This design comes from an exercise in tuning for small area, a short achievable clock period and few clock cycles per item on the open sky130 flow, not from production work. At most, simulation tests tie the RTL to the original design; equivalence was not proved. The RTL of runs 3 and 4 was laid out without a check of its function. No activity file was given, so power comes from the tool's default toggle rates.

### flow/config.mk
export PLATFORM = sky130hd
export DESIGN_NAME = deque_search
export DESIGN_NICKNAME = deque_search
export VERILOG_FILES = /design/flow/design.v
export SDC_FILE = /design/flow/constraint.sdc
export NUM_CORES = 4
export LEC_CHECK = 0
export CAP_MARGIN = 20
export CORE_MARGIN = 2
export CORE_UTILIZATION = 40
export SETUP_SLACK_MARGIN = 2.6
export SLEW_MARGIN = 20
### flow/constraint.sdc
create_clock -name core_clock -period 5.0 [get_ports {clk}]
set_input_delay 1.0000 -clock core_clock [delete_from_list [all_inputs] [get_ports {clk}]]
set_output_delay 1.0000 -clock core_clock [all_outputs]
set_load 0.01 [all_outputs]
### flow/design.v
`timescale 1ns / 1ps
package dqvs_pkg;
  localparam int DEPTH_DEF = 64;
  localparam int COUNT_W   = 7;
  localparam logic [2:0] CMD_PUSH_BACK  = 3'd0;
  localparam logic [2:0] CMD_PUSH_FRONT = 3'd1;
  localparam logic [2:0] CMD_POP_FRONT  = 3'd2;
  localparam logic [2:0] CMD_POP_BACK   = 3'd3;
  localparam logic [2:0] CMD_SEARCH     = 3'd4;
  localparam logic [1:0] ST_OK       = 2'd0;
  localparam logic [1:0] ST_EMPTY    = 2'd1;
  localparam logic [1:0] ST_FULL     = 2'd2;
  localparam logic [1:0] ST_NOTFOUND = 2'd3;
  typedef enum logic {
    S_IDLE,
    S_SEARCH
  } state_t;
  typedef struct packed {
    logic [2:0]         cmd;
    logic signed [31:0] value;
  } in_t;
  typedef struct packed {
    logic [1:0]           status;
    logic signed [31:0]   found_value;
    logic [COUNT_W-1:0]   count;
  } out_t;
endpackage
`timescale 1ns / 1ps
module dqvs_mem #(
  parameter int DEPTH = dqvs_pkg::DEPTH_DEF
) (
  input  logic             clk,
  input  logic [DEPTH-1:0] we,
  input  logic [31:0]      value,
  output logic [DEPTH-1:0] eq
);
  logic [31:0] mem_r [DEPTH];
  for (genvar i = 0; i < DEPTH; i++) begin : g_ent
    always_ff @(posedge clk) begin
      if (we[i]) begin
        mem_r[i] <= value;
      end
    end
    assign eq[i] = (mem_r[i] == value);
  end
endmodule
`timescale 1ns / 1ps
module dqvs_ctrl #(
  parameter int DEPTH = dqvs_pkg::DEPTH_DEF
) (
  input  logic             clk,
  input  logic             rst_n,
  input  logic             start,
  output logic             busy,
  input  dqvs_pkg::in_t    in_data,
  output logic             out_valid,
  output dqvs_pkg::out_t   out_data,
  output logic [DEPTH-1:0] we,
  output logic [31:0]      value,
  input  logic [DEPTH-1:0] eq
);
  localparam int PTR_W = $clog2(DEPTH);
  localparam int CNT_W = $clog2(DEPTH + 1);
  localparam logic [CNT_W-1:0] FULL_CNT = CNT_W'(DEPTH);
  logic              v0_r;
  logic [2:0]        cmd0_r;
  logic [31:0]       val0_r;
  logic [PTR_W-1:0]  front_r;    
  logic [PTR_W-1:0]  back_r;     
  logic [CNT_W-1:0]  cnt_r;
  logic              full_r, empty_r;
  logic [DEPTH-1:0]  held_r;
  logic              v1_r, srch1_r;
  logic [1:0]        st1_r;
  logic [CNT_W-1:0]  cnt1_r;
  logic [31:0]       key1_r;
  logic [DEPTH-1:0]  match1_r;
  logic              out_valid_r;
  dqvs_pkg::out_t    out_r;
  logic [DEPTH-1:0]  dec_front, dec_back;
  logic [DEPTH-1:0]  set_held, clr_held;
  logic              push_b, push_f, pop_f, pop_b, push, pop, srch;
  logic [1:0]        st;
  logic [CNT_W-1:0]  cnt_nxt;
  logic              found;
  always_ff @(posedge clk) begin
    if (!rst_n) begin
      v0_r <= 1'b0;
    end else begin
      v0_r <= start;
    end
  end
  always_ff @(posedge clk) begin
    cmd0_r <= in_data.cmd;
    val0_r <= in_data.value;
  end
  assign push_b = v0_r && (cmd0_r == dqvs_pkg::CMD_PUSH_BACK)  && !full_r;
  assign push_f = v0_r && (cmd0_r == dqvs_pkg::CMD_PUSH_FRONT) && !full_r;
  assign pop_f  = v0_r && (cmd0_r == dqvs_pkg::CMD_POP_FRONT)  && !empty_r;
  assign pop_b  = v0_r && (cmd0_r == dqvs_pkg::CMD_POP_BACK)   && !empty_r;
  assign push   = push_b || push_f;
  assign pop    = pop_f || pop_b;
  assign srch   = (cmd0_r == dqvs_pkg::CMD_SEARCH);
  always_comb begin
    st = dqvs_pkg::ST_OK;
    case (cmd0_r)
      dqvs_pkg::CMD_PUSH_BACK,
      dqvs_pkg::CMD_PUSH_FRONT: if (full_r)  st = dqvs_pkg::ST_FULL;
      dqvs_pkg::CMD_POP_FRONT,
      dqvs_pkg::CMD_POP_BACK:   if (empty_r) st = dqvs_pkg::ST_EMPTY;
      default: ;
    endcase
  end
  always_comb begin
    dec_front = '0;
    dec_back  = '0;
    dec_front[front_r] = 1'b1;
    dec_back[back_r]   = 1'b1;
  end
  for (genvar i = 0; i < DEPTH; i++) begin : g_ent
    localparam int NX = (i + 1) % DEPTH;
    assign we[i]       = (push_b && dec_back[i]) || (push_f && dec_front[NX]);
    assign clr_held[i] = (pop_f && dec_front[i]) || (pop_b && dec_back[NX]);
  end
  assign set_held = we;
  always_comb begin
    cnt_nxt = cnt_r;
    if (push) cnt_nxt = cnt_r + CNT_W'(1);
    else if (pop) cnt_nxt = cnt_r - CNT_W'(1);
  end
  always_ff @(posedge clk) begin
    if (!rst_n) begin
      front_r <= '0;
      back_r  <= '0;
      cnt_r   <= '0;
      full_r  <= 1'b0;
      empty_r <= 1'b1;
      held_r  <= '0;
    end else begin
      if (push_b) back_r <= back_r + PTR_W'(1);
      if (pop_b)  back_r <= back_r - PTR_W'(1);
      if (push_f) front_r <= front_r - PTR_W'(1);
      if (pop_f)  front_r <= front_r + PTR_W'(1);
      cnt_r   <= cnt_nxt;
      full_r  <= (cnt_nxt == FULL_CNT);
      empty_r <= (cnt_nxt == '0);
      held_r  <= (held_r | set_held) & ~clr_held;
    end
  end
  always_ff @(posedge clk) begin
    if (!rst_n) begin
      v1_r <= 1'b0;
    end else begin
      v1_r <= v0_r;
    end
  end
  always_ff @(posedge clk) begin
    srch1_r  <= srch;
    st1_r    <= st;
    cnt1_r   <= cnt_nxt;
    key1_r   <= val0_r;
    match1_r <= eq & held_r;
  end
  assign found = |match1_r;
  always_ff @(posedge clk) begin
    if (!rst_n) begin
      out_valid_r <= 1'b0;
    end else begin
      out_valid_r <= v1_r;
    end
  end
  always_ff @(posedge clk) begin
    out_r.count <= cnt1_r;
    if (srch1_r) begin
      out_r.status      <= found ? dqvs_pkg::ST_OK : dqvs_pkg::ST_NOTFOUND;
      out_r.found_value <= found ? key1_r : '0;
    end else begin
      out_r.status      <= st1_r;
      out_r.found_value <= '0;
    end
  end
  assign value     = val0_r;
  assign busy      = 1'b0;
  assign out_valid = out_valid_r;
  assign out_data  = out_r;
endmodule
`timescale 1ns / 1ps
module deque_with_value_search #(
  parameter int DEPTH = dqvs_pkg::DEPTH_DEF
) (
  input  logic           clk,
  input  logic           rst_n,
  input  logic           start,
  output logic           busy,
  input  dqvs_pkg::in_t  in_data,
  output logic           out_valid,
  output dqvs_pkg::out_t out_data
);
  localparam int PTR_W = $clog2(DEPTH);
  logic [DEPTH-1:0] we, eq;
  logic [31:0]      value;
  dqvs_ctrl #(
    .DEPTH(DEPTH)
  ) u_ctrl (
    .clk       (clk),
    .rst_n     (rst_n),
    .start     (start),
    .busy      (busy),
    .in_data   (in_data),
    .out_valid (out_valid),
    .out_data  (out_data),
    .we        (we),
    .value     (value),
    .eq        (eq)
  );
  dqvs_mem #(
    .DEPTH(DEPTH)
  ) u_mem (
    .clk   (clk),
    .we    (we),
    .value (value),
    .eq    (eq)
  );
endmodule
`timescale 1ns / 1ps
module deque_search (
  input  logic        clk,
  input  logic        rst_n,
  input  logic        start,
  output logic        busy,
  input  logic [2:0]  in_cmd,
  input  logic [31:0] in_value,
  output logic        out_valid,
  output logic [1:0]  out_status,
  output logic [31:0] out_found_value,
  output logic [6:0]  out_count
);
  dqvs_pkg::in_t  in_data;
  dqvs_pkg::out_t out_data;
  assign in_data.cmd   = in_cmd;
  assign in_data.value = in_value;
  deque_with_value_search #(
    .DEPTH(dqvs_pkg::DEPTH_DEF)
  ) u_deque (
    .clk       (clk),
    .rst_n     (rst_n),
    .start     (start),
    .busy      (busy),
    .in_data   (in_data),
    .out_valid (out_valid),
    .out_data  (out_data)
  );
  assign out_status      = out_data.status;
  assign out_found_value = out_data.found_value;
  assign out_count       = out_data.count;
endmodule
### flow/run.sh
#!/bin/bash
# synth_recipe.tcl (not shown) runs the flow's synth.tcl, then flattens the netlist and writes it again
# the make line also repeats each setting of config.mk as NAME=value (left out here)
make -C /OpenROAD-flow-scripts/flow DESIGN_CONFIG=/design/flow/config.mk WORK_HOME=/design/flow/orfs CLKGATE_MAP_FILE= SYNTH_SCRIPT=/design/flow/synth_recipe.tcl finish
==> results.py, run 1 <==
metrics = {
    "cts": {
        "cts.clk_slew.worst_paths_ns": 0.07,
        "root_buffer": "clkbuf_16",
        "cts.sinks": 2318,
        "cts_tree": "yes",
        "htreeDepth": 4,
        "clockBufferDepth": 3,
        "numCtsBuffers": 230,
        "clk_latency_ns": 0.92,
    },
    "sta": {
        "hold_viol_final": 0,
        "tightest_slew_ns": 1.03,
        "period_needed_ns": 2.92,
        "max_freq_mhz": 343,
        "setup_viol": 0,
        "rsz0062_at_grt": "yes",
        "max-slew-margin-rel": 0.305,
        "finalCritPeriodShare": 0.583,
        "fin_skew_ns": 0.0590,
        "final_max_slew_viol_count": 0,
        "final.setup.tns_ns": 0,
    },
    "synthesis": {
        "yosysWarnings": 3,
        "ys_async_sr_fraction": 0,
        "seq_area_frac_synth": 0.711,
        "synth-edff-count": 2048,
        "syn_nets": 5955,
        "synthesis.area_sq_um": 94100,
        "ys.flop_type": "edfxtp_1",
        "yosysUniqueCellTypes": 63,
        "synth.avg_cell_area_sq_um": 16.0,
        "netlist_instances": 5897,
        "synth-seq-cells": 2318,
    },
    "grt": {
        "grt.overflow.total": 0,
        "grt_pass1_vias": 55400,
        "antenna_found_initial": 19,
        "grt_max_degree": 57,
        "track_usage": 0.260,
        "grt_pass1_wl_mm": 437,
    },
    "hold_path": {
        "worstHoldPathType": "reg -> reg",
    },
    "die": {
        "die_h_um": 489,
        "die_w_um": 489,
        "die_area_sq_um": 239000,
        "core_area_sq_um": 235000,
        "floorplan.initialDensity": 0.401,
        "io_pins": 81,
        "num_rows": 178,
    },
    "layout": {
        "fin_area_sq_um": 123000,
        "area_growth_pct": 30.6,
        "nets": 6995,
        "instances_no_fill": 10300,
        "drive_above_1_share": 0.237,
        "mostFrequentLayoutCells": "edfxtp_1, xnor2_1, nand4_1",
        "final_common_cell": "edfxtp_1",
    },
    "critical_path": {
        "cp.required_ns": 5.62,
        "cp_cell_sequence": "buf_6 > or2_4 > nor4_4 > buf_4 > xor2_2 > buf_4 > or3_4 > buf_16 > buf_8 > o22ai_4 > clkbuf_16",
        "critical_path_class": "reg -> reg",
        "cp_num_buf_inv": 6,
        "crit_path_max_incr_delay_ns": 0.45,
        "cp_max_fo": 8,
        "startpoint_type": "register",
        "cp.arrival_ns": 3.54,
        "crit_top_cell": "buf_4",
        "crit_path_end_kind": "register",
        "crit_family": "buffers and inverters",
        "cp_slowest_cell": "or3_4",
    },
    "route": {
        "drt-initial-drc-count": 6845,
        "wl_per_cell_um": 30.7,
        "wirelength_mm": 317,
        "drcViolationCount": 0,
        "vias_per_cell": 5.54,
        "num_vias": 57100,
        "first_pass_iters": 6,
        "antenna_left": 0,
    },
    "status": {
        "status": "timing/DRC/antenna clean",
    },
    "placed_design": {
        "detailed_place.area_sq_um": 102000,
        "dp_hpwl_mm": 155,
        "io_buffers": 79,
        "dpl.cell_count": 9126,
        "place.gp.congestion": 0.895,
    },
    "power_and_ir_drop": {
        "power_leakage_nw": 39.2,
        "max-vdd-ir-drop_v": 0.000431,
        "p_per_area_nw_per_um2": 341,
    },
    "job": {
        "maxCapViolCount": 0,
    },
}
## cell type report
| class | count | area (sq um) |
|---|---|---|
| Inverter | 32 | 144 |
| Fill cell | 18600 | 112000 |
| Tap cell | 3150 | 3940 |
| Antenna cell | 10 | 25.0 |
| Clock buffer | 348 | 6670 |
| Clock inverter | 91 | 1250 |
| Timing Repair Buffer | 1034 | 15000 |
| Multi-Input combinational cell | 3321 | 28800 |
| Sequential cell | 2318 | 67100 |
## per-stage QoR
step	util	hold WS [ns]	setup WS (ns)	power, mW
detailed placement	0.433	0.316	1.38	23.8
finish	0.524	0.328	2.08	41.9
global route	0.524	0.332	2.05	42.9
floorplan	-	0.310	1.91	22.8
CTS	0.513	0.330	2.19	42.0
global placement	0.432	0.322	1.09	23.8
## routing by layer
layer,part of all wire,vias up,wire [um],track usage
li1,-,24000,-,-
met5,0.000085,-,27,0
met2,0.47,2679,148000,0.417
met3,0.081,641,25700,0.0421
met4,0.049,4,15600,0.108
met1,0.40,29700,127000,0.350
## cells by family (layout without fill, tap and decap cells)
kind of cell / Yosys count / after routing / synth area share
flops: 2318 / 2318 / 0.711
xor+xnor: 2050 / 2050 / 0.191
simple gates: 938 / 941 / 0.0599
buf+inv: 300 / 1505 / 0.0131
compound gates: 260 / 299 / 0.0210
fa+ha+maj: 20 / 20 / 0.00282
mux: 10 / 10 / 0.00108
other cells: 1 / 11 / 0.0000399
## synthesized netlist by cell type (3+ instances only)
cell type	number	share of area
buf_2	76	0.0040
edfxtp_1	2048	0.65
dfxtp_1	270	0.057
o21a_1	64	0.0051
nand2_1	49	0.0020
nor3b_1	4	0.00032
ha_1	18	0.0024
o22ai_1	61	0.0041
inv_1	32	0.0013
a21o_1	5	0.00040
a222oi_1	3	0.00032
mux2i_1	9	0.00096
nor4_1	232	0.015
nand4_1	421	0.028
xor2_1	414	0.039
o22ai_2	10	0.0013
nand2b_1	6	0.00040
nor2_1	44	0.0018
o2111a_1	3	0.00036
and2_1	73	0.0049
o21ai_0	14	0.00074
nand3_1	71	0.0038
clkbuf_1	98	0.0039
a221oi_1	65	0.0061
o2bb2ai_1	3	0.00028
nand3b_1	4	0.00032
buf_1	92	0.0037
or2_2	3	0.00020
xnor2_1	1636	0.15
o31ai_1	3	0.00024
a21oi_1	15	0.00080
nor3b_2	3	0.00040
nor3_1	11	0.00059
## power breakdown
group          total [mW]  internal [mW]  switching, mW
logic                2.76           1.03           1.73
clock network        18.0           10.4           7.61
registers            21.1           21.1         0.0708
total                41.9           32.5           9.41
## worst paths after layout
check	start	end	slack [ns]	cells after the start
worst min register to register	u_deque.u_ctrl.cnt1_r[2]	u_deque.u_ctrl.out_r[2]	0.33	0
worst max register to register	u_deque.u_ctrl.back_r[0]	u_deque.u_mem.mem_r[31][3]	2.08	11
worst max-delay path	u_deque.u_ctrl.back_r[0]	u_deque.u_mem.mem_r[31][3]	2.08	11
worst min-delay path	u_deque.u_ctrl.cnt1_r[2]	u_deque.u_ctrl.out_r[2]	0.33	0
## worst reg2reg max path, stage by stage, from the launching register on
cell and delay [ns]:
dfxtp_4 0.36, buf_6 0.11, or2_4 0.25, nor4_4 0.18, buf_4 0.17, xor2_2 0.07
buf_4 0.16, or3_4 0.45, buf_16 0.18, buf_8 0.13, o22ai_4 0.31, clkbuf_16 0.24
## flip-flops by register name, indices dropped and copies added (netlist names), 2 cells and up
signal / flops
u_deque.u_ctrl.back_r: 6
u_deque.u_ctrl.key1_r: 32
u_deque.u_ctrl.match1_r: 64
u_deque.u_ctrl.held_r: 64
u_deque.u_mem.mem_r: 2048
u_deque.u_ctrl.cnt1_r: 7
u_deque.u_ctrl.cnt_r: 7
u_deque.u_ctrl.cmd0_r: 3
u_deque.u_ctrl.out_r: 41
u_deque.u_ctrl.st1_r: 2
u_deque.u_ctrl.front_r: 6
u_deque.u_ctrl.val0_r: 32
## what timing repair did
| item | 4_1_cts | 5_1_grt |
|---|---|---|
| gates cloned | 113 | 41 |
| hold endpoints to repair | 0 | 0 |
| endpoints found under the setup margin | 2260 | 2159 |
| pin swaps | 87 | 60 |
| buffers inserted | 521 | 54 |
| gates resized for setup | 685 | 235 |
| hold buffers | 0 | 0 |
Testbench counts, summed over its fixed seeds: cycles 12,024, commands 12,000.
==> run 2: changes to the inputs <==
--- a/flow/config.mk
+++ b/flow/config.mk
@@ -9,4 +9,3 @@
 export CORE_MARGIN = 2
 export CORE_UTILIZATION = 40
-export SETUP_SLACK_MARGIN = 2.6
 export SLEW_MARGIN = 20
==> run 2 against run 1 <==
  * Die area unchanged
  * Critical path type unchanged
  * Area after synthesis unchanged
  * Worst hold slack better by 0.0027 ns
  * Sequential share of layout area up 6.5 points
  * Total power down 2.1%
  * Critical path depth down 4
  * First-iteration DRC count down 29%
  * Highest routed layer unchanged
  * Design area down 11%
  * Utilization down 5.6 points
==> results.py, run 2 <==
metrics = {
    "critical_path": {
        "crit_start": "u_deque.u_ctrl.front_r[0]",
        "cp.arrival_ns": 4.58,
        "reg2reg_setup_slack_ns": 0.98,
        "crit_path_max_incr_delay_ns": 0.89,
        "cp_max_fo": 18,
        "cp.required_ns": 5.56,
        "r2r-end": "u_deque.u_mem.mem_r[41][31]",
        "crit_path_end_kind": "register",
        "cp_cell_sequence": "inv_1 > ha_1 > nor3b_2 > xnor2_1 > nand3_2 > o22ai_4 > buf_4",
        "reg2reg_depth": 7,
        "cp_slowest_cell": "o22ai_4",
        "startpoint_type": "register",
        "critical_path_class": "reg -> reg",
        "regToRegStartpoint": "u_deque.u_ctrl.front_r[0]",
    },
    "synthesis": {
        "ys_top_cells_by_area": "edfxtp_1, xnor2_1, dfxtp_1",
        "yosysUniqueCellTypes": 63,
        "synth.avg_cell_area_sq_um": 16.0,
        "yosysTopAreaCell": "edfxtp_1",
        "netlist_instances": 5897,
        "synth-xor-area-share": 0.191,
        "syn_nets": 5955,
        "synth-edff-count": 2048,
        "synth.top_cell.area_share": 0.654,
        "yosysWarnings": 3,
        "synth_compound_area_frac": 0.0210,
        "synth-seq-cells": 2318,
        "synth_top_family_by_area": "XOR/XNOR gates",
        "seq_area_frac_synth": 0.711,
        "synth_common_cells": "edfxtp_1, xnor2_1, nand4_1, xor2_1, dfxtp_1",
        "ys.flop_type": "edfxtp_1",
        "synthesis.area_sq_um": 94100,
        "ys_async_sr_fraction": 0,
        "synth_most_common_cell": "edfxtp_1",
        "synthMuxAreaShare": 0.00108,
        "synth_fa_ha_area_frac": 0.00282,
        "yosys.area_share.simple": 0.0599,
    },
    "grt": {
        "grt_pass1_vias": 50000,
        "track_usage": 0.210,
        "grt_pass1_wl_mm": 364,
        "antenna_found_initial": 11,
        "grt_max_degree": 59,
        "grt.overflow.total": 0,
    },
    "cts": {
        "htreeDepth": 4,
        "root_buffer": "clkbuf_16",
        "clockBufferDepth": 3,
        "cts_resized": 0,
        "clk_latency_ns": 0.91,
        "numCtsBuffers": 234,
        "ctsHoldBuffers": 0,
        "cts.sinks": 2318,
        "cts.clk_slew.worst_paths_ns": 0.06,
        "cts_tree": "yes",
        "post-cts-setup-buffers": 0,
    },
    "placed_design": {
        "place.gp.congestion": 0.894,
        "dp_hpwl_mm": 156,
        "preCtsSetupSlack_ns": 1.02,
        "detailed_place.area_sq_um": 101000,
        "io_buffers": 79,
    },
    "route": {
        "drcViolationCount": 0,
        "antenna_left": 0,
        "num_vias": 50600,
        "drt-initial-drc-count": 4882,
        "vias_per_cell": 5.25,
        "first_pass_iters": 5,
        "wl_per_cell_um": 26.3,
        "wirelength_mm": 254,
    },
    "power_and_ir_drop": {
        "switching_share": 0.223,
        "max-vdd-ir-drop_v": 0.000389,
        "p_switching_mw": 9.14,
        "power_leakage_nw": 33.4,
        "p_per_area_nw_per_um2": 374,
        "intPower_mw": 31.9,
        "finalPower_mw": 41.0,
        "seqPwrFrac": 0.520,
        "clkPwrFrac": 0.430,
        "combPwrFrac": 0.050,
    },
    "job": {
        "maxCapViolCount": 0,
    },
    "sta": {
        "fin_ws_ns": 0.981,
        "rsz0062_at_grt": "no",
        "whs_ns": 0.331,
        "final_max_slew_viol_count": 0,
        "tightest_slew_ns": 1.15,
        "setup_viol": 0,
        "hold_viol_final": 0,
        "max_freq_mhz": 249,
        "max-slew-margin-rel": 0.233,
        "final.setup.tns_ns": 0,
        "period_needed_ns": 4.02,
        "fin_skew_ns": 0.0799,
        "finalCritPeriodShare": 0.804,
    },
    "hold_path": {
        "worstHoldPathType": "reg -> reg",
        "holdPathStages": 0,
        "min-delay-start": "u_deque.u_ctrl.cnt1_r[6]",
        "hold_end": "u_deque.u_ctrl.out_r[6]",
    },
    "status": {
        "status": "timing/DRC/antenna clean",
    },
    "die": {
        "num_rows": 178,
        "die_area_sq_um": 239000,
        "io_pins": 81,
        "die_h_um": 489,
        "floorplan.initialDensity": 0.401,
        "core_area_sq_um": 235000,
        "die_w_um": 489,
    },
    "layout": {
        "fillers": 19900,
        "top_register": "u_deque.u_mem.mem_r",
        "nets": 6328,
        "fin_area_sq_um": 110000,
        "final_common_cell": "edfxtp_1",
        "mostFrequentLayoutCells": "edfxtp_1, xnor2_1, nand4_1",
        "largest_registers": "u_deque.u_mem.mem_r (2048), u_deque.u_ctrl.held_r (64), u_deque.u_ctrl.match1_r (64)",
        "area_growth_pct": 16.6,
        "largest_reg_flops": 2048,
        "drive_above_1_share": 0.125,
    },
}
[run 2: cell counts after synthesis]
Identical to the previous run, type by type.
[run 2: final cells by class]
| cell class | instances | area (sq um) | area share |
|---|---|---|---|
| Antenna cell | 5 | 12.5 | 0.000114 |
| Clock buffer | 331 | 6660 | 0.0607 |
| Clock inverter | 114 | 1230 | 0.0113 |
| Inverter | 32 | 120 | 0.00110 |
| Multi-Input combinational cell | 3279 | 26600 | 0.243 |
| Sequential cell | 2318 | 67000 | 0.611 |
| Tap cell | 3150 | 3940 | 0.0359 |
| Timing Repair Buffer | 405 | 4040 | 0.0368 |
[run 2: power groups by stage]
| stage | combinational [mW] | sequential (mW) | clock, mW |
|---|---|---|---|
| 5_1_grt | 2.19 | 21.3 | 18.7 |
| 3_3_place_gp | 2.03 | 21.7 | 0 |
| 3_5_place_dp | 2.06 | 21.7 | 0 |
| 4_1_cts | 2.07 | 21.3 | 18.0 |
| 6_report | 2.04 | 21.3 | 17.6 |
| 2_1_floorplan | 1.17 | 21.6 | 0 |
[run 2: metal layers]
metal  wire length, um  up-vias  track usage
met5                11        -            0
met4              5840        2       0.0527
met3             12600      312       0.0273
met2            120000     1416        0.342
met1            115000    26300        0.299
li1                  -    22500            -
[run 2: stage by stage]
stage,util,instances
global placement,0.432,9166
finish,0.468,9634
global route,0.467,9630
floorplan,-,5897
CTS,0.466,9617
detailed placement,0.432,9172
[run 2: worst max path at each step]
| stage | endpoint | slack (ns) | cells past startpoint |
|---|---|---|---|
| 2_1_floorplan | u_deque.u_mem.mem_r[37][0] | 0.98 | 9 |
| 3_3_place_gp | u_deque.u_ctrl.match1_r[9] | 0.82 | 6 |
| 3_5_place_dp | u_deque.u_mem.mem_r[38][31] | 1.02 | 7 |
| 4_1_cts | u_deque.u_mem.mem_r[45][14] | 1.05 | 7 |
| 5_1_grt | u_deque.u_mem.mem_r[41][26] | 0.81 | 7 |
| 6_report | u_deque.u_mem.mem_r[41][31] | 0.98 | 7 |
[run 2: cell families (layout without fill, tap and decap cells)]
kind of cell	Yosys count	count (layout)
AO/OA/AOI/OAI	260	260
XOR/XNOR	2050	2050
adder cells (fa/ha/maj)	20	20
buffers and inverters	300	882
flip-flops	2318	2318
multiplexers	10	10
other	1	6
AND/OR/NAND/NOR	938	938
[run 2: worst max-delay path: cells and delay by family, from the launching register on]
| family | cells | cell delay [ns] |
|---|---|---|
| buf+inv | 2 | 0.50 |
| simple gates | 2 | 0.95 |
| xor+xnor | 1 | 0.43 |
| compound gates | 1 | 0.89 |
| flops | 1 | 0.57 |
| fa+ha+maj | 1 | 0.32 |
==> run 3: changes to the inputs <==
--- a/flow/design.v
+++ b/flow/design.v
@@ -63,7 +63,4 @@
   localparam int CNT_W = $clog2(DEPTH + 1);
   localparam logic [CNT_W-1:0] FULL_CNT = CNT_W'(DEPTH);
-  logic              v0_r;
-  logic [2:0]        cmd0_r;
-  logic [31:0]       val0_r;
   logic [PTR_W-1:0]  front_r;    
   logic [PTR_W-1:0]  back_r;     
@@ -79,42 +76,33 @@
   dqvs_pkg::out_t    out_r;
   logic [DEPTH-1:0]  dec_front, dec_back;
-  logic [DEPTH-1:0]  set_held, clr_held;
-  logic              push_b, push_f, pop_f, pop_b, push, pop, srch;
+  logic [DEPTH-1:0]  clr_held;
+  logic              push_b, push_f, pop_f, pop_b, push, pop;
   logic [1:0]        st;
   logic [CNT_W-1:0]  cnt_nxt;
   logic              found;
-  always_ff @(posedge clk) begin
-    if (!rst_n) begin
-      v0_r <= 1'b0;
-    end else begin
-      v0_r <= start;
-    end
-  end
-  always_ff @(posedge clk) begin
-    cmd0_r <= in_data.cmd;
-    val0_r <= in_data.value;
-  end
-  assign push_b = v0_r && (cmd0_r == dqvs_pkg::CMD_PUSH_BACK)  && !full_r;
-  assign push_f = v0_r && (cmd0_r == dqvs_pkg::CMD_PUSH_FRONT) && !full_r;
-  assign pop_f  = v0_r && (cmd0_r == dqvs_pkg::CMD_POP_FRONT)  && !empty_r;
-  assign pop_b  = v0_r && (cmd0_r == dqvs_pkg::CMD_POP_BACK)   && !empty_r;
+  logic              pb0, pf0, qf0, qb0, sr0;   
+  logic [1:0]        cls0;                      
+  logic [31:0]       val0;
+  assign pb0 = start && (in_data.cmd == dqvs_pkg::CMD_PUSH_BACK);
+  assign pf0 = start && (in_data.cmd == dqvs_pkg::CMD_PUSH_FRONT);
+  assign qf0 = start && (in_data.cmd == dqvs_pkg::CMD_POP_FRONT);
+  assign qb0 = start && (in_data.cmd == dqvs_pkg::CMD_POP_BACK);
+  assign sr0 = (in_data.cmd == dqvs_pkg::CMD_SEARCH);
+  assign cls0 = {in_data.cmd[2:1] == 2'b00, in_data.cmd[2:1] == 2'b01};
+  assign val0 = in_data.value;
+  assign push_b = pb0 && !full_r;
+  assign push_f = pf0 && !full_r;
+  assign pop_f  = qf0 && !empty_r;
+  assign pop_b  = qb0 && !empty_r;
   assign push   = push_b || push_f;
   assign pop    = pop_f || pop_b;
-  assign srch   = (cmd0_r == dqvs_pkg::CMD_SEARCH);
   always_comb begin
     st = dqvs_pkg::ST_OK;
-    case (cmd0_r)
-      dqvs_pkg::CMD_PUSH_BACK,
-      dqvs_pkg::CMD_PUSH_FRONT: if (full_r)  st = dqvs_pkg::ST_FULL;
-      dqvs_pkg::CMD_POP_FRONT,
-      dqvs_pkg::CMD_POP_BACK:   if (empty_r) st = dqvs_pkg::ST_EMPTY;
-      default: ;
-    endcase
-  end
-  always_comb begin
-    dec_front = '0;
-    dec_back  = '0;
-    dec_front[front_r] = 1'b1;
-    dec_back[back_r]   = 1'b1;
+    if (cls0[1] && full_r)  st = dqvs_pkg::ST_FULL;
+    if (cls0[0] && empty_r) st = dqvs_pkg::ST_EMPTY;
+  end
+  for (genvar i = 0; i < DEPTH; i++) begin : g_dec
+    assign dec_front[i] = (front_r == PTR_W'(i));
+    assign dec_back[i]  = (back_r == PTR_W'(i));
   end
   for (genvar i = 0; i < DEPTH; i++) begin : g_ent
@@ -123,5 +111,4 @@
     assign clr_held[i] = (pop_f && dec_front[i]) || (pop_b && dec_back[NX]);
   end
-  assign set_held = we;
   always_comb begin
     cnt_nxt = cnt_r;
@@ -145,5 +132,5 @@
       full_r  <= (cnt_nxt == FULL_CNT);
       empty_r <= (cnt_nxt == '0);
-      held_r  <= (held_r | set_held) & ~clr_held;
+      held_r  <= (held_r | we) & ~clr_held;
     end
   end
@@ -152,12 +139,12 @@
       v1_r <= 1'b0;
     end else begin
-      v1_r <= v0_r;
-    end
-  end
-  always_ff @(posedge clk) begin
-    srch1_r  <= srch;
+      v1_r <= start;
+    end
+  end
+  always_ff @(posedge clk) begin
+    srch1_r  <= sr0;
     st1_r    <= st;
     cnt1_r   <= cnt_nxt;
-    key1_r   <= val0_r;
+    key1_r   <= val0;
     match1_r <= eq & held_r;
   end
@@ -180,5 +167,5 @@
     end
   end
-  assign value     = val0_r;
+  assign value     = val0;
   assign busy      = 1'b0;
   assign out_valid = out_valid_r;
--- a/flow/config.mk
+++ b/flow/config.mk
@@ -9,3 +9,4 @@
 export CORE_MARGIN = 2
 export CORE_UTILIZATION = 40
+export SETUP_SLACK_MARGIN = 2.6
 export SLEW_MARGIN = 20
==> run 3 against run 2 <==
  * Clock skew is 0.029 ns lower
  * Area after synthesis is 1.1% lower
  * Register-to-register slack better by 1.4 ns
  * Non-clock buffer count is 347 higher
  * Maximum frequency is 51% higher
  * Sequential cell count is 36 lower
  * Utilization is 3.2 points higher
  * Die area is 1.1% lower
  * Design area is 5.7% higher
  * Total power is 1.5% lower
  * Via count is 5.1% higher
  * Global-route usage is 1.8 points higher
==> results.py, run 3 <==
metrics = {
    "cts": {
        "ctsHoldBuffers": 0,
        "htreeDepth": 4,
        "cts_tree": "yes",
        "clockBufferDepth": 3,
        "root_buffer": "clkbuf_16",
        "cts.sinks": 2282,
        "clk_latency_ns": 0.89,
        "numCtsBuffers": 229,
        "cts.clk_slew.worst_paths_ns": 0.06,
    },
    "sta": {
        "period_needed_ns": 2.67,
        "fin_skew_ns": 0.0504,
        "final_max_slew_viol_count": 0,
        "rsz0062_at_grt": "yes",
        "setup_viol": 0,
        "max-slew-margin-rel": 0.419,
        "hold_viol_final": 0,
        "final.setup.tns_ns": 0,
        "tightest_slew_ns": 0.871,
        "max_freq_mhz": 375,
        "finalCritPeriodShare": 0.533,
    },
    "power_and_ir_drop": {
        "seqPwrFrac": 0.516,
        "p_switching_mw": 9.01,
        "p_per_area_nw_per_um2": 348,
        "max-vdd-ir-drop_v": 0.000387,
        "clkPwrFrac": 0.423,
        "power_leakage_nw": 36.9,
        "switching_share": 0.223,
        "intPower_mw": 31.4,
        "combPwrFrac": 0.061,
    },
    "layout": {
        "largest_reg_flops": 2048,
        "area_growth_pct": 24.6,
        "final_common_cell": "edfxtp_1",
        "nets": 6552,
        "largest_registers": "u_deque.u_mem.mem_r (2048), u_deque.u_ctrl.held_r (64), u_deque.u_ctrl.match1_r (64)",
        "drive_above_1_share": 0.185,
        "mostFrequentLayoutCells": "edfxtp_1, xnor2_1, nand4_1",
        "instances_no_fill": 9753,
        "fin_util": 0.500,
        "fillers": 18800,
        "top_register": "u_deque.u_mem.mem_r",
    },
    "grt": {
        "antenna_found_initial": 6,
        "track_usage": 0.228,
        "grt.overflow.total": 0,
        "grt_max_degree": 61,
        "grt_pass1_wl_mm": 389,
        "grt_pass1_vias": 51300,
    },
    "synthesis": {
        "synth-edff-count": 2048,
        "synth_top_family_by_area": "XOR/XNOR gates",
        "synth.top_cell.area_share": 0.661,
        "synth-xor-area-share": 0.193,
        "synth.avg_cell_area_sq_um": 16.0,
        "synth-seq-cells": 2282,
        "synth_most_common_cell": "edfxtp_1",
        "netlist_instances": 5799,
        "synthMuxAreaShare": 0,
        "synth_compound_area_frac": 0.0214,
        "ys_async_sr_fraction": 0,
        "synthesis.area_sq_um": 93000,
        "yosysWarnings": 3,
        "synth_fa_ha_area_frac": 0.00161,
        "syn_nets": 5849,
        "yosys.area_share.simple": 0.0594,
        "yosysUniqueCellTypes": 53,
        "seq_area_frac_synth": 0.712,
        "synth_common_cells": "edfxtp_1, xnor2_1, nand4_1, xor2_1, nor4_1",
        "ys.flop_type": "edfxtp_1",
        "ys_top_cells_by_area": "edfxtp_1, xnor2_1, dfxtp_1",
        "yosysTopAreaCell": "edfxtp_1",
    },
    "critical_path": {
        "crit_family": "simple AND/OR/NAND/NOR gates",
        "crit_path_max_incr_delay_ns": 0.62,
        "reg2reg_depth": 7,
        "crit_top_cell": "buf_12",
        "cp.required_ns": 5.59,
        "cp.arrival_ns": 3.25,
        "cp_max_fo": 8,
        "reg2reg_setup_slack_ns": 2.36,
        "r2r-end": "u_deque.u_mem.mem_r[24][3]",
        "cp_slowest_cell": "or4b_4",
        "regToRegStartpoint": "u_deque.u_ctrl.full_r",
        "startpoint_type": "input pin",
        "cp_cell_sequence": "clkdlybuf4s15_2 > or4b_4 > or4_4 > buf_6 > buf_12 > o22ai_4 > buf_12 > clkbuf_16",
        "cp_num_buf_inv": 5,
        "critical_path_class": "in -> reg",
        "crit_path_end_kind": "register",
    },
    "hold_path": {
        "hold_end": "u_deque.u_ctrl.out_r[1]",
        "worstHoldPathType": "reg -> reg",
        "min-delay-start": "u_deque.u_ctrl.cnt1_r[1]",
        "holdPathStages": 0,
    },
    "die": {
        "die_area_sq_um": 236000,
        "num_rows": 177,
        "die_w_um": 486,
        "die_h_um": 486,
        "io_pins": 81,
        "core_area_sq_um": 232000,
        "floorplan.initialDensity": 0.401,
    },
    "placed_design": {
        "io_buffers": 79,
        "dp_hpwl_mm": 157,
        "place.gp.congestion": 0.822,
        "dpl.cell_count": 8993,
    },
    "route": {
        "antenna_left": 0,
        "wirelength_mm": 279,
        "drcViolationCount": 0,
        "first_pass_iters": 5,
        "vias_per_cell": 5.45,
        "wl_per_cell_um": 28.6,
        "drt-initial-drc-count": 5946,
        "num_vias": 53200,
    },
    "job": {
        "maxCapViolCount": 0,
    },
    "status": {
        "status": "timing/DRC/antenna clean",
    },
}
[run 3: cell type report]
| cell class | count | area (sq um) | share of cell area |
|---|---|---|---|
| flip-flops and latches | 2282 | 66200 | 0.571 |
| multi-input cells | 3211 | 26700 | 0.231 |
| repair buffers | 752 | 11500 | 0.0995 |
| clock buffers | 309 | 6350 | 0.0548 |
| well taps | 3043 | 3810 | 0.0329 |
| clock inverters | 127 | 1160 | 0.0100 |
| inverters | 26 | 97.6 | 0.000842 |
| diodes | 3 | 7.51 | 0.0000648 |
[run 3: timing repair]
| item | in CTS | in global routing |
|---|---|---|
| gates cloned | 79 | 92 |
| pin swaps | 13 | 30 |
| buffers inserted | 92 | 58 |
| resized for setup | 502 | 132 |
| endpoints found under the setup margin | 2206 | 2165 |
[run 3: power by group through the flow]
stage	sequential, mW	combinational [mW]	clock, mW
after global routing	20.8	2.59	18.1
after CTS	20.8	2.45	17.3
final	20.8	2.45	17.1
after detailed placement	21.2	2.40	0
after floorplan	21.2	1.22	0
after global placement	21.2	2.38	0
[run 3: stage by stage]
stage               power (mW)  cell area [sq um]  hold slack, ns  setup slack [ns]
floorplan                 22.5              94300           0.310              1.53
global placement          23.6             101000           0.312             0.693
detailed placement        23.6             101000           0.313             0.665
CTS                       40.6             113000           0.327              2.34
global route              41.5             116000           0.329              2.34
finish                    40.4             116000           0.326              2.33
[run 3: per-layer routing]
metal | wire length [um] | track usage | share of wire
met1 | 119000 | 0.317 | 0.43
met5 | 102 | 0.00286 | 0.00037
met2 | 132000 | 0.370 | 0.47
met3 | 19300 | 0.0359 | 0.069
met4 | 8210 | 0.0688 | 0.029
[run 3: worst max-delay path by stage]
stage | start | end | slack [ns] | cells past startpoint
finish | in_cmd[2] | u_deque.u_mem.mem_r[24][3] | 2.33 | 8
global route | u_deque.u_ctrl.full_r | u_deque.u_mem.mem_r[39][7] | 2.34 | 10
CTS | u_deque.u_ctrl.full_r | u_deque.u_mem.mem_r[23][30] | 2.34 | 6
detailed placement | in_cmd[2] | u_deque.u_mem.mem_r[24][28] | 0.66 | 5
global placement | in_cmd[2] | u_deque.u_mem.mem_r[17][11] | 0.69 | 5
floorplan | in_cmd[1] | u_deque.u_mem.mem_r[11][0] | 1.53 | 7
[run 3: kinds of logic after synthesis]
kind of cell,count (synthesis)
adder cells (fa/ha/maj),12
XOR/XNOR,2046
flip-flops,2282
buffers and inverters,306
AO/OA/AOI/OAI,241
AND/OR/NAND/NOR,911
other,1
==> run 4: changes to the inputs <==
--- a/flow/design.v
+++ b/flow/design.v
@@ -75,5 +75,4 @@
   logic              out_valid_r;
   dqvs_pkg::out_t    out_r;
-  logic [DEPTH-1:0]  dec_front, dec_back;
   logic [DEPTH-1:0]  clr_held;
   logic              push_b, push_f, pop_f, pop_b, push, pop;
@@ -102,12 +101,15 @@
     if (cls0[0] && empty_r) st = dqvs_pkg::ST_EMPTY;
   end
-  for (genvar i = 0; i < DEPTH; i++) begin : g_dec
-    assign dec_front[i] = (front_r == PTR_W'(i));
-    assign dec_back[i]  = (back_r == PTR_W'(i));
+  logic [7:0] fhi, flo, bhi, blo;
+  for (genvar k = 0; k < 8; k++) begin : g_pre
+    assign fhi[k] = (front_r[5:3] == 3'(k));
+    assign flo[k] = (front_r[2:0] == 3'(k));
+    assign bhi[k] = (back_r[5:3] == 3'(k));
+    assign blo[k] = (back_r[2:0] == 3'(k));
   end
   for (genvar i = 0; i < DEPTH; i++) begin : g_ent
     localparam int NX = (i + 1) % DEPTH;
-    assign we[i]       = (push_b && dec_back[i]) || (push_f && dec_front[NX]);
-    assign clr_held[i] = (pop_f && dec_front[i]) || (pop_b && dec_back[NX]);
+    assign we[i]       = (push_b && bhi[i/8] && blo[i%8]) || (push_f && fhi[NX/8] && flo[NX%8]);
+    assign clr_held[i] = (pop_f && fhi[i/8] && flo[i%8]) || (pop_b && bhi[NX/8] && blo[NX%8]);
   end
   always_comb begin
--- a/flow/config.mk
+++ b/flow/config.mk
@@ -8,5 +8,6 @@
 export CAP_MARGIN = 20
 export CORE_MARGIN = 2
-export CORE_UTILIZATION = 40
+export CORE_UTILIZATION = 55
+export CTS_CLUSTER_SIZE = 30
 export SETUP_SLACK_MARGIN = 2.6
 export SLEW_MARGIN = 20
==> run 4 against run 3 <==
  * Still clean on timing, DRC and antenna
  * Utilization up 16 points
  * Synthesized cell count decreased by 0.31%
  * Global-route usage grew 6.4 points
  * Critical path type is now reg -> reg
  * Largest power group unchanged
==> results.py, run 4 <==
metrics = {
    "cts": {
        "cts_tree": "yes",
        "clockBufferDepth": 3,
        "clk_latency_ns": 0.86,
        "root_buffer": "clkbuf_16",
        "cts.sinks": 2282,
        "cts.clk_slew.worst_paths_ns": 0.06,
        "htreeDepth": 4,
        "numCtsBuffers": 228,
    },
    "sta": {
        "max-slew-margin-rel": 0.223,
        "setup_viol": 0,
        "max_freq_mhz": 395,
        "final_max_slew_viol_count": 0,
        "hold_viol_final": 0,
        "final.setup.tns_ns": 0,
        "fin_skew_ns": 0.0226,
        "rsz0062_at_grt": "yes",
        "period_needed_ns": 2.53,
        "finalCritPeriodShare": 0.507,
        "tightest_slew_ns": 1.16,
    },
    "critical_path": {
        "cp.arrival_ns": 3.09,
        "r2r-end": "u_deque.u_mem.mem_r[9][25]",
        "cp.depth": 9,
        "cp_cell_sequence": "nand2b_4 > or4_4 > or3_4 > buf_12 > buf_8 > o22ai_4 > buf_12 > buf_12 > buf_16",
        "crit_path_max_incr_delay_ns": 0.51,
        "crit_top_cell": "buf_12",
        "crit_start": "u_deque.u_ctrl.full_r",
        "startpoint_type": "register",
        "crit_family": "simple AND/OR/NAND/NOR gates",
        "critPathCapture": "u_deque.u_mem.mem_r[9][25]",
        "cp_slowest_cell": "or4_4",
        "crit_path_end_kind": "register",
        "cp_max_fo": 8,
        "cp.required_ns": 5.56,
        "regToRegStartpoint": "u_deque.u_ctrl.full_r",
        "reg2reg_setup_slack_ns": 2.47,
        "critical_path_class": "reg -> reg",
        "cp_num_buf_inv": 5,
        "reg2reg_depth": 9,
    },
    "grt": {
        "grt_pass1_vias": 49200,
        "antenna_found_initial": 7,
        "grt.overflow.total": 0,
        "track_usage": 0.293,
        "grt_max_degree": 89,
        "grt_pass1_wl_mm": 362,
    },
    "synthesis": {
        "synth-edff-count": 2048,
        "synth_common_cells": "edfxtp_1, xnor2_1, nand4_1, xor2_1, dfxtp_1",
        "ys_top_cells_by_area": "edfxtp_1, xnor2_1, dfxtp_1",
        "synth.top_cell.area_share": 0.661,
        "ys.flop_type": "edfxtp_1",
        "seq_area_frac_synth": 0.712,
        "synth-seq-cells": 2282,
        "netlist_instances": 5781,
        "synth_most_common_cell": "edfxtp_1",
        "ys_async_sr_fraction": 0,
        "synth.avg_cell_area_sq_um": 16.1,
        "synthesis.area_sq_um": 93000,
        "yosysTopAreaCell": "edfxtp_1",
        "yosysUniqueCellTypes": 61,
        "yosysWarnings": 3,
        "syn_nets": 5831,
    },
    "layout": {
        "largest_reg_flops": 2048,
        "fin_util": 0.655,
        "drive_above_1_share": 0.156,
        "area_growth_pct": 18.0,
        "top_register": "u_deque.u_mem.mem_r",
        "final_common_cell": "edfxtp_1",
        "mostFrequentLayoutCells": "edfxtp_1, xnor2_1, nand4_1",
        "largest_registers": "u_deque.u_mem.mem_r (2048), u_deque.u_ctrl.held_r (64), u_deque.u_ctrl.match1_r (64)",
        "nets": 6329,
    },
    "placed_design": {
        "io_buffers": 79,
        "dp_hpwl_mm": 154,
        "place.gp.congestion": 0.937,
    },
    "job": {
        "maxCapViolCount": 0,
    },
    "route": {
        "num_vias": 50900,
        "antenna_left": 0,
        "drcViolationCount": 0,
        "wirelength_mm": 257,
        "drt-initial-drc-count": 5204,
        "vias_per_cell": 5.86,
        "first_pass_iters": 6,
        "wl_per_cell_um": 29.6,
    },
    "die": {
        "io_pins": 81,
        "die_area_sq_um": 172000,
        "die_h_um": 415,
        "die_w_um": 415,
        "num_rows": 150,
        "floorplan.initialDensity": 0.555,
        "core_area_sq_um": 168000,
    },
    "power_and_ir_drop": {
        "max-vdd-ir-drop_v": 0.000369,
        "p_per_area_nw_per_um2": 363,
        "power_leakage_nw": 34.6,
    },
    "hold_path": {
        "worstHoldPathType": "reg -> reg",
    },
    "status": {
        "status": "timing/DRC/antenna clean",
    },
}
==> run 4: final cells by class <==
cell class / count / area (sq um)
inverters: 21 / 83.8
repair buffers: 540 / 6720
flip-flops and latches: 2282 / 66200
diodes: 3 / 7.51
clock buffers: 322 / 6380
clock inverters: 113 / 898
well taps: 2204 / 2760
fillers: 11900 / 57800
multi-input cells: 3206 / 26700
==> run 4: per-layer routing <==
metal / part of all wire / GRT usage / up-vias
li1: - / - / 22400
met1: 0.45 / 0.434 / 26400
met2: 0.47 / 0.463 / 1768
met3: 0.060 / 0.0392 / 333
met4: 0.021 / 0.0690 / 4
met5: 0.00010 / 0 / -
==> run 4: power by group <==
group	leakage, nW	switching (mW)	internal (mW)
combinational	10.7	1.54	0.850
sequential	20.3	0.0368	20.8
clock	3.59	7.13	9.52
total	34.6	8.71	31.2
==> run 4: stage by stage <==
step / hold slack, ns / setup slack (ns) / instance area (sq um) / total power, mW / instances
finish: 0.326 / 2.47 / 110000 / 39.9 / 8691
CTS: 0.327 / 2.52 / 108000 / 40.1 / 8619
global placement: 0.311 / 0.568 / 99600 / 23.6 / 8153
floorplan: 0.310 / 1.30 / 93900 / 22.5 / 5781
global route: 0.331 / 2.46 / 110000 / 41.0 / 8688
detailed placement: 0.312 / 0.478 / 99600 / 23.6 / 8153
==> run 4: what timing repair did <==
action                                  4_1_cts  5_1_grt
buffers inserted                             24       28
gates resized for setup                     377      137
endpoints found under the setup margin     2225     2076
pin swaps                                     5       19
gates cloned                                  7       41
hold buffers                                  0        0
==> run 4: cells by family (layout without fill, tap and decap cells) <==
logic type,count (synthesis),in the layout,share of synthesized area
buffers and inverters,293,996,0.0137
adder cells (fa/ha/maj),12,12,0.00178
other,1,4,0.0000403
multiplexers,6,6,0.000646
XOR/XNOR,2049,2049,0.193
AO/OA/AOI/OAI,237,237,0.0195
AND/OR/NAND/NOR,901,901,0.0596
flip-flops,2282,2282,0.712
==> run 4: how the worst min path moves through the flow <==
stage | start | end | cells after the start
final | u_deque.u_ctrl.cnt1_r[0] | u_deque.u_ctrl.out_r[0] | 0
after detailed placement | u_deque.u_ctrl.cnt1_r[1] | u_deque.u_ctrl.out_r[1] | 0
after floorplan | u_deque.u_ctrl.cnt1_r[0] | u_deque.u_ctrl.out_r[0] | 0
after global placement | u_deque.u_ctrl.cnt1_r[4] | u_deque.u_ctrl.out_r[4] | 0
after global routing | u_deque.u_ctrl.cnt1_r[2] | u_deque.u_ctrl.out_r[2] | 0
after CTS | u_deque.u_ctrl.cnt1_r[1] | u_deque.u_ctrl.out_r[1] | 0
==> run 5: changes to the inputs <==
--- a/flow/design.v
+++ b/flow/design.v
@@ -63,4 +63,9 @@
   localparam int CNT_W = $clog2(DEPTH + 1);
   localparam logic [CNT_W-1:0] FULL_CNT = CNT_W'(DEPTH);
+  logic              v0_r;
+  logic              pb0_r, pf0_r, qf0_r, qb0_r, sr0_r;   
+  logic [1:0]        cls0_r;                              
+  logic [31:0]       val0_r;
+  logic              rst0_n_r;                            
   logic [PTR_W-1:0]  front_r;    
   logic [PTR_W-1:0]  back_r;     
@@ -80,24 +85,35 @@
   logic [CNT_W-1:0]  cnt_nxt;
   logic              found;
-  logic              pb0, pf0, qf0, qb0, sr0;   
-  logic [1:0]        cls0;                      
-  logic [31:0]       val0;
-  assign pb0 = start && (in_data.cmd == dqvs_pkg::CMD_PUSH_BACK);
-  assign pf0 = start && (in_data.cmd == dqvs_pkg::CMD_PUSH_FRONT);
-  assign qf0 = start && (in_data.cmd == dqvs_pkg::CMD_POP_FRONT);
-  assign qb0 = start && (in_data.cmd == dqvs_pkg::CMD_POP_BACK);
-  assign sr0 = (in_data.cmd == dqvs_pkg::CMD_SEARCH);
-  assign cls0 = {in_data.cmd[2:1] == 2'b00, in_data.cmd[2:1] == 2'b01};
-  assign val0 = in_data.value;
-  assign push_b = pb0 && !full_r;
-  assign push_f = pf0 && !full_r;
-  assign pop_f  = qf0 && !empty_r;
-  assign pop_b  = qb0 && !empty_r;
+  always_ff @(posedge clk) begin
+    if (!rst_n) begin
+      v0_r  <= 1'b0;
+      pb0_r <= 1'b0;
+      pf0_r <= 1'b0;
+      qf0_r <= 1'b0;
+      qb0_r <= 1'b0;
+    end else begin
+      v0_r  <= start;
+      pb0_r <= start && (in_data.cmd == dqvs_pkg::CMD_PUSH_BACK);
+      pf0_r <= start && (in_data.cmd == dqvs_pkg::CMD_PUSH_FRONT);
+      qf0_r <= start && (in_data.cmd == dqvs_pkg::CMD_POP_FRONT);
+      qb0_r <= start && (in_data.cmd == dqvs_pkg::CMD_POP_BACK);
+    end
+  end
+  always_ff @(posedge clk) begin
+    sr0_r    <= (in_data.cmd == dqvs_pkg::CMD_SEARCH);
+    cls0_r   <= {in_data.cmd[2:1] == 2'b00, in_data.cmd[2:1] == 2'b01};
+    val0_r   <= in_data.value;
+    rst0_n_r <= rst_n;
+  end
+  assign push_b = pb0_r && !full_r;
+  assign push_f = pf0_r && !full_r;
+  assign pop_f  = qf0_r && !empty_r;
+  assign pop_b  = qb0_r && !empty_r;
   assign push   = push_b || push_f;
   assign pop    = pop_f || pop_b;
   always_comb begin
     st = dqvs_pkg::ST_OK;
-    if (cls0[1] && full_r)  st = dqvs_pkg::ST_FULL;
-    if (cls0[0] && empty_r) st = dqvs_pkg::ST_EMPTY;
+    if (cls0_r[1] && full_r)  st = dqvs_pkg::ST_FULL;
+    if (cls0_r[0] && empty_r) st = dqvs_pkg::ST_EMPTY;
   end
   logic [7:0] fhi, flo, bhi, blo;
@@ -119,5 +135,5 @@
   end
   always_ff @(posedge clk) begin
-    if (!rst_n) begin
+    if (!rst0_n_r) begin
       front_r <= '0;
       back_r  <= '0;
@@ -141,12 +157,12 @@
       v1_r <= 1'b0;
     end else begin
-      v1_r <= start;
-    end
-  end
-  always_ff @(posedge clk) begin
-    srch1_r  <= sr0;
+      v1_r <= v0_r;
+    end
+  end
+  always_ff @(posedge clk) begin
+    srch1_r  <= sr0_r;
     st1_r    <= st;
     cnt1_r   <= cnt_nxt;
-    key1_r   <= val0;
+    key1_r   <= val0_r;
     match1_r <= eq & held_r;
   end
@@ -169,5 +185,5 @@
     end
   end
-  assign value     = val0;
+  assign value     = val0_r;
   assign busy      = 1'b0;
   assign out_valid = out_valid_r;
--- a/flow/config.mk
+++ b/flow/config.mk
@@ -9,5 +9,6 @@
 export CORE_MARGIN = 2
 export CORE_UTILIZATION = 55
-export CTS_CLUSTER_SIZE = 30
-export SETUP_SLACK_MARGIN = 2.6
+export CTS_CLUSTER_DIAMETER = 100
+export CTS_CLUSTER_SIZE = 24
+export SETUP_SLACK_MARGIN = 3.0
 export SLEW_MARGIN = 20
==> run 5 against run 4 <==
  * Utilization up 7.1 points
  * Maximum frequency up 6.9%
  * Sequential cell count up 41
  * First-iteration DRC count up 99%
  * Design area up 13%
  * Die area up 1.7%
  * Synthesized cell count up 1.2%
  * Cell count up 11%
  * Area after synthesis up 1.8%
  * Critical path type unchanged
  * Highest routed layer unchanged
==> results.py, run 5 <==
metrics = {
    "status": {
        "status": "timing/DRC/antenna clean",
    },
    "synthesis": {
        "syn_nets": 5902,
        "synth-seq-cells": 2323,
        "netlist_instances": 5852,
        "ys.flop_type": "edfxtp_1",
        "synth-edff-count": 2048,
        "synth.avg_cell_area_sq_um": 16.2,
        "yosysTopAreaCell": "edfxtp_1",
        "seq_area_frac_synth": 0.708,
        "yosysWarnings": 3,
        "synth_most_common_cell": "edfxtp_1",
        "synth.top_cell.area_share": 0.650,
        "ys_async_sr_fraction": 0,
        "synthesis.area_sq_um": 94600,
        "yosysUniqueCellTypes": 75,
        "synth_common_cells": "edfxtp_1, xnor2_1, nand4_1, xor2_1, dfxtp_1",
        "ys_top_cells_by_area": "edfxtp_1, xnor2_1, dfxtp_1",
    },
    "power_and_ir_drop": {
        "p_per_area_nw_per_um2": 285,
        "max-vdd-ir-drop_v": 0.000369,
        "power_leakage_nw": 41.5,
    },
    "route": {
        "first_pass_iters": 7,
        "wirelength_mm": 381,
        "vias_per_cell": 6.49,
        "drt-initial-drc-count": 10400,
        "wl_per_cell_um": 39.6,
        "drcViolationCount": 0,
        "num_vias": 62400,
        "antenna_left": 0,
    },
    "cts": {
        "numCtsBuffers": 106,
        "cts.sinks": 2323,
        "root_buffer": "clkbuf_16",
        "cts_tree": "yes",
        "ctsHoldBuffers": 0,
        "clockBufferDepth": 3,
        "cts.clk_slew.worst_paths_ns": 0.10,
        "htreeDepth": 3,
        "clk_latency_ns": 0.82,
    },
    "grt": {
        "track_usage": 0.413,
        "grt_pass1_vias": 55000,
        "grt_pass1_wl_mm": 485,
        "grt.overflow.total": 0,
        "antenna_found_initial": 35,
        "grt_max_degree": 50,
    },
    "layout": {
        "final_common_cell": "edfxtp_1",
        "top_register": "u_deque.u_mem.mem_r",
        "area_growth_pct": 31.4,
        "drive_above_1_share": 0.297,
        "nets": 7246,
        "largest_reg_flops": 2048,
        "mostFrequentLayoutCells": "edfxtp_1, xnor2_1, buf_4",
        "fillers": 10600,
        "largest_registers": "u_deque.u_mem.mem_r (2048), u_deque.u_ctrl.held_r (64), u_deque.u_ctrl.match1_r (64)",
    },
    "die": {
        "core_area_sq_um": 171000,
        "die_area_sq_um": 175000,
        "floorplan.initialDensity": 0.552,
        "die_h_um": 419,
        "num_rows": 152,
        "io_pins": 81,
        "die_w_um": 419,
    },
    "sta": {
        "tightest_slew_ns": 1.06,
        "max_freq_mhz": 422,
        "final.setup.tns_ns": 0,
        "setup_viol": 0,
        "period_needed_ns": 2.37,
        "fin_skew_ns": 0.0502,
        "whs_ns": 0.328,
        "final_max_slew_viol_count": 0,
        "finalCritPeriodShare": 0.474,
        "hold_viol_final": 0,
        "max-slew-margin-rel": 0.290,
        "rsz0062_at_grt": "yes",
    },
    "hold_path": {
        "worstHoldPathType": "reg -> reg",
        "holdPathStages": 0,
    },
    "critical_path": {
        "cp.required_ns": 5.63,
        "cp.arrival_ns": 3.00,
        "startpoint_type": "register",
        "cp_max_fo": 6,
        "reg2reg_depth": 7,
        "crit_path_end_kind": "register",
        "critical_path_class": "reg -> reg",
    },
    "job": {
        "maxCapViolCount": 0,
    },
    "placed_design": {
        "dp_hpwl_mm": 157,
        "io_buffers": 79,
        "place.gp.congestion": 0.969,
    },
}
[run 5: changes by cell type after synthesis, moves of 13 or more]
cell / before / now
nand2_1: 20 / 33
clkbuf_1: 55 / 26
buf_4: 2 / 31
dfxtp_1: 234 / 275
buf_6: 1 / 70
buf_1: 86 / 13
[run 5: layout make-up]
cell class / count / area, sq um / share of cell area
diodes: 18 / 45.0 / 0.000362
clock buffers: 195 / 3060 / 0.0246
clock inverters: 3 / 22.5 / 0.000181
inverters: 19 / 81.3 / 0.000654
multi-input cells: 3277 / 30600 / 0.246
flip-flops and latches: 2323 / 67200 / 0.541
well taps: 2310 / 2890 / 0.0233
repair buffers: 1469 / 20300 / 0.164
[run 5: critical path, cell delays in order, from the launching register on]
cell	delay [ns]
dfxtp_4	0.43
buf_12	0.19
buf_16	0.16
xnor2_2	0.11
nand4_1	0.15
nor4_4	0.41
nand4_1	0.21
nor4_4	0.50
[run 5: final timing paths]
check | startpoint | to | slack [ns]
worst min-delay path | u_deque.u_ctrl.cnt1_r[0] | u_deque.u_ctrl.out_r[0] | 0.33
worst max register to register | u_deque.u_ctrl.val0_r[31] | u_deque.u_ctrl.match1_r[21] | 2.63
worst max-delay path | u_deque.u_ctrl.val0_r[31] | u_deque.u_ctrl.match1_r[21] | 2.63
worst min register to register | u_deque.u_ctrl.cnt1_r[0] | u_deque.u_ctrl.out_r[0] | 0.33
[run 5: metal layers]
| metal | wire length (um) | GRT usage | vias up | share of wire |
|---|---|---|---|---|
| li1 | - | - | 24500 | - |
| met1 | 137000 | 0.563 | 32100 | 0.36 |
| met2 | 167000 | 0.622 | 4773 | 0.44 |
| met3 | 48300 | 0.0927 | 1090 | 0.13 |
| met4 | 28900 | 0.219 | 18 | 0.076 |
| met5 | 117 | 0 | - | 0.00031 |
[run 5: cells by family (layout without fill, tap and decap cells)]
group / count (synthesis) / after routing / synth area share
other cells: 1 / 19 / 0.0000396
xor+xnor: 2045 / 2045 / 0.189
compound gates: 247 / 286 / 0.0207
mux: 1 / 1 / 0.000106
buf+inv: 293 / 1686 / 0.0202
simple gates: 930 / 932 / 0.0597
flops: 2323 / 2323 / 0.708
fa+ha+maj: 12 / 12 / 0.00175
[run 5: timing repair]
action,in CTS,in global routing
gates resized for setup,1032,413
setup buffers,747,258
cloned,126,50
pin swaps,363,260
setup endpoints to repair,2266,1775
[run 5: report_power, final]
group	internal, mW	total (mW)	switching, mW
clock network	4.17	10.3	6.14
logic	1.73	4.01	2.28
registers	21.1	21.1	0.0709
[run 5: metrics by stage]
stage / cell area, sq um / power (mW) / utilization / instances / worst slack (ns)
floorplan: 96000 / 22.9 / - / 5852 / 2.48
global placement: 100000 / 23.8 / 0.584 / 8207 / 0.465
detailed placement: 100000 / 23.8 / 0.586 / 8217 / 1.62
CTS: 119000 / 35.0 / 0.693 / 9288 / 2.70
global route: 124000 / 36.1 / 0.725 / 9600 / 2.63
finish: 124000 / 35.5 / 0.725 / 9614 / 2.63
Testbench counts of run 5, summed over its fixed seeds: cycles 12,024, commands 12,000.
==> run 6: changes to the inputs <==
--- a/flow/config.mk
+++ b/flow/config.mk
@@ -11,4 +11,4 @@
 export CTS_CLUSTER_DIAMETER = 100
 export CTS_CLUSTER_SIZE = 24
-export SETUP_SLACK_MARGIN = 3.0
+export SETUP_SLACK_MARGIN = 2.6
 export SLEW_MARGIN = 20
==> run 6 against run 5 <==
  * Cell count is 9.1% lower
  * Clock skew shrank 0.011 ns
  * Total power fell by 4.3%
  * Synthesized cell count stayed put
  * Maximum frequency shrank 4.4%
  * Sequential share of layout area rose by 7.7 points
  * Still clean on timing, DRC and antenna
  * Die area is the same
  * Count of clock-buffer cells in the layout decreased by 1
==> results.py, run 6 <==
metrics = {
    "layout": {
        "top_register": "u_deque.u_mem.mem_r",
        "fin_util": 0.634,
        "largest_registers": "u_deque.u_mem.mem_r (2048), u_deque.u_ctrl.held_r (64), u_deque.u_ctrl.match1_r (64)",
        "nets": 6384,
        "largest_reg_flops": 2048,
        "drive_above_1_share": 0.141,
        "area_growth_pct": 14.8,
        "final_common_cell": "edfxtp_1",
        "fillers": 12400,
        "mostFrequentLayoutCells": "edfxtp_1, xnor2_1, nand4_1",
    },
    "grt": {
        "track_usage": 0.314,
        "grt_pass1_vias": 49100,
        "grt_max_degree": 59,
        "grt_pass1_wl_mm": 385,
        "antenna_found_initial": 13,
        "grt.overflow.total": 0,
    },
    "cts": {
        "clockBufferDepth": 3,
        "cts.sinks": 2323,
        "htreeDepth": 3,
        "root_buffer": "clkbuf_16",
        "cts_tree": "yes",
        "cts.clk_slew.worst_paths_ns": 0.09,
        "numCtsBuffers": 106,
        "ctsHoldBuffers": 0,
        "clk_latency_ns": 0.80,
    },
    "route": {
        "drcViolationCount": 0,
        "wl_per_cell_um": 32.2,
        "wirelength_mm": 281,
        "antenna_left": 0,
        "vias_per_cell": 5.97,
        "drt-initial-drc-count": 5965,
        "num_vias": 52200,
        "first_pass_iters": 6,
    },
    "die": {
        "num_rows": 152,
        "die_area_sq_um": 175000,
        "die_h_um": 419,
        "floorplan.initialDensity": 0.552,
        "io_pins": 81,
        "core_area_sq_um": 171000,
        "die_w_um": 419,
    },
    "synthesis": {
        "synth_most_common_cell": "edfxtp_1",
        "syn_nets": 5902,
        "synth-seq-cells": 2323,
        "yosysWarnings": 3,
        "synth_common_cells": "edfxtp_1, xnor2_1, nand4_1, xor2_1, dfxtp_1",
        "netlist_instances": 5852,
        "ys.flop_type": "edfxtp_1",
        "synthesis.area_sq_um": 94600,
        "synth.avg_cell_area_sq_um": 16.2,
        "ys_async_sr_fraction": 0,
        "yosysTopAreaCell": "edfxtp_1",
        "seq_area_frac_synth": 0.708,
        "ys_top_cells_by_area": "edfxtp_1, xnor2_1, dfxtp_1",
        "yosysUniqueCellTypes": 75,
        "synth-edff-count": 2048,
        "synth.top_cell.area_share": 0.650,
    },
    "placed_design": {
        "dp_hpwl_mm": 148,
        "place.gp.congestion": 0.929,
        "io_buffers": 79,
    },
    "sta": {
        "final_max_slew_viol_count": 0,
        "period_needed_ns": 2.48,
        "max-slew-margin-rel": 0.282,
        "tightest_slew_ns": 1.07,
        "fin_skew_ns": 0.0390,
        "finalCritPeriodShare": 0.496,
        "hold_viol_final": 0,
        "max_freq_mhz": 403,
        "final.setup.tns_ns": 0,
        "rsz0062_at_grt": "yes",
        "setup_viol": 0,
    },
    "critical_path": {
        "cp_max_fo": 8,
        "cp.required_ns": 5.68,
        "startpoint_type": "register",
        "cp.arrival_ns": 3.16,
        "crit_path_end_kind": "register",
        "reg2reg_depth": 6,
        "critical_path_class": "reg -> reg",
    },
    "job": {
        "maxCapViolCount": 0,
    },
    "power_and_ir_drop": {
        "max-vdd-ir-drop_v": 0.000308,
        "p_per_area_nw_per_um2": 312,
        "power_leakage_nw": 33.7,
    },
    "hold_path": {
        "holdPathStages": 0,
        "worstHoldPathType": "reg -> reg",
    },
    "status": {
        "status": "timing/DRC/antenna clean",
    },
}
-- run 6: cell types whose count changed in the layout (fill, tap and decap cells not counted), moves of 58 or more --
cell and delta:
xnor2_2 -122, buf_12 -142, buf_16 -71, nor4_2 -69, bufbuf_16 -58, buf_4 -366, buf_6 -126, nor4_1 +94
xnor2_1 +135
-- run 6: power breakdown --
| part | internal (mW) | switching [mW] | leakage (nW) |
|---|---|---|---|
| clock network | 4.18 | 5.98 | 1.46 |
| logic | 0.980 | 1.63 | 11.6 |
| registers | 21.1 | 0.0774 | 20.7 |
| total | 26.2 | 7.69 | 33.7 |
-- run 6: worst paths after layout --
path | from | end | slack, ns
worst max-delay path | u_deque.u_ctrl.empty_r | u_deque.u_ctrl.held_r[14] | 2.52
worst min-delay path | u_deque.u_ctrl.cnt1_r[1] | u_deque.u_ctrl.out_r[1] | 0.33
worst max register to register | u_deque.u_ctrl.empty_r | u_deque.u_ctrl.held_r[14] | 2.52
worst min register to register | u_deque.u_ctrl.cnt1_r[1] | u_deque.u_ctrl.out_r[1] | 0.33
-- run 6: through the flow --
stage / setup slack [ns] / hold slack, ns / instances / total power [mW] / cell area, sq um
final: 2.52 / 0.335 / 8735 / 33.9 / 109000
after global routing: 2.57 / 0.341 / 8732 / 34.8 / 109000
after CTS: 2.36 / 0.338 / 8683 / 34.0 / 108000
after detailed placement: 1.69 / 0.315 / 8236 / 23.8 / 101000
after global placement: 1.05 / 0.313 / 8216 / 23.7 / 100000
after floorplan: 1.84 / 0.310 / 5852 / 22.9 / 94900
-- run 6: cells by family after synthesis --
| group | synth area share |
|---|---|
| other | 0.0000396 |
| DFF | 0.708 |
| AOI/OAI and AO/OA | 0.0207 |
| and+or+nand+nor | 0.0597 |
| muxes | 0.000106 |
| adders and majority gates | 0.00175 |
| buffers and inverters | 0.0202 |
| xor gates and xnor gates | 0.189 |
-- run 6: layout make-up --
cell class | instances | area [sq um] | area share
timing repair buffer | 636 | 8090 | 0.0745
clock buffer | 194 | 3070 | 0.0282
clock inverter | 2 | 17.5 | 0.000161
multi-input combinational | 3248 | 27300 | 0.252
tap | 2310 | 2890 | 0.0266
inverter | 19 | 77.6 | 0.000714
antenna | 3 | 7.51 | 0.0000691
sequential | 2323 | 67100 | 0.618
-- run 6: critical path, stage by stage, from the launching register on --
cell and delay (ns):
dfxtp_4 0.37, nor2b_4 0.31, inv_4 0.10, buf_4 0.15, nor3_2 0.70, a22oi_1 0.47, o211a_1 0.27
-- run 6: layer usage --
layer  GRT usage  vias to the layer above  part of all wire  routed length [um]
li1            -                    22500                 -                   -
met1       0.458                    27300              0.43              121000
met2       0.503                     2007              0.47              132000
met3      0.0350                      342             0.068               19100
met4      0.0917                        6             0.032                8930
met5           0                        -           0.00012                  34
-- run 6: timing repair --
item                                    in CTS  in global routing
endpoints found under the setup margin    1958               1330
setup buffers                              235                 43
pin swaps                                   38                 13
gates resized for setup                    200                107
gates cloned                                16                  6

static timing again, ports no longer ideal:
No port has a modelled driver above. Below, the same layouts with a new extraction and two added sets of constraints. Step 1 assumes that a clkbuf_16 drives the clock port and a buf_2 every other input. Step 2, shift: input delay + t, output delay - t, t = (earliest + latest rising clock arrival at the registers) / 2. This alone moves slack from input paths to output paths. a / b / c = ideal / step 1 / step 2; a / b = the first two.
run	shift t [ns]	setup slack, ns	latest minus earliest clock arrival (ns)	slew at the worst register clock pin (ns)	cell pins on the clock port's net
run 1	0.984	2.083 / 2.083 / 1.665	0.061 / 0.061	0.07 / 0.07	1
run 2	0.971	0.981 / 0.981 / 0.981	0.087 / 0.086	0.07 / 0.07	1
run 3	0.957	2.333 / 2.361 / 1.434	0.055 / 0.055	0.07 / 0.07	1
run 4	0.935	2.467 / 2.467 / 1.596	0.026 / 0.027	0.07 / 0.07	1
run 5	0.881	2.630 / 2.630 / 2.630	0.051 / 0.051	0.11 / 0.11	1
run 6	0.877	2.520 / 2.520 / 2.325	0.041 / 0.041	0.11 / 0.11	1
After both steps setup and hold are still met in every run listed. The setup slack of run 3, which loses most, moves by +0.028 ns with the drivers and by -0.899 ns with both steps.
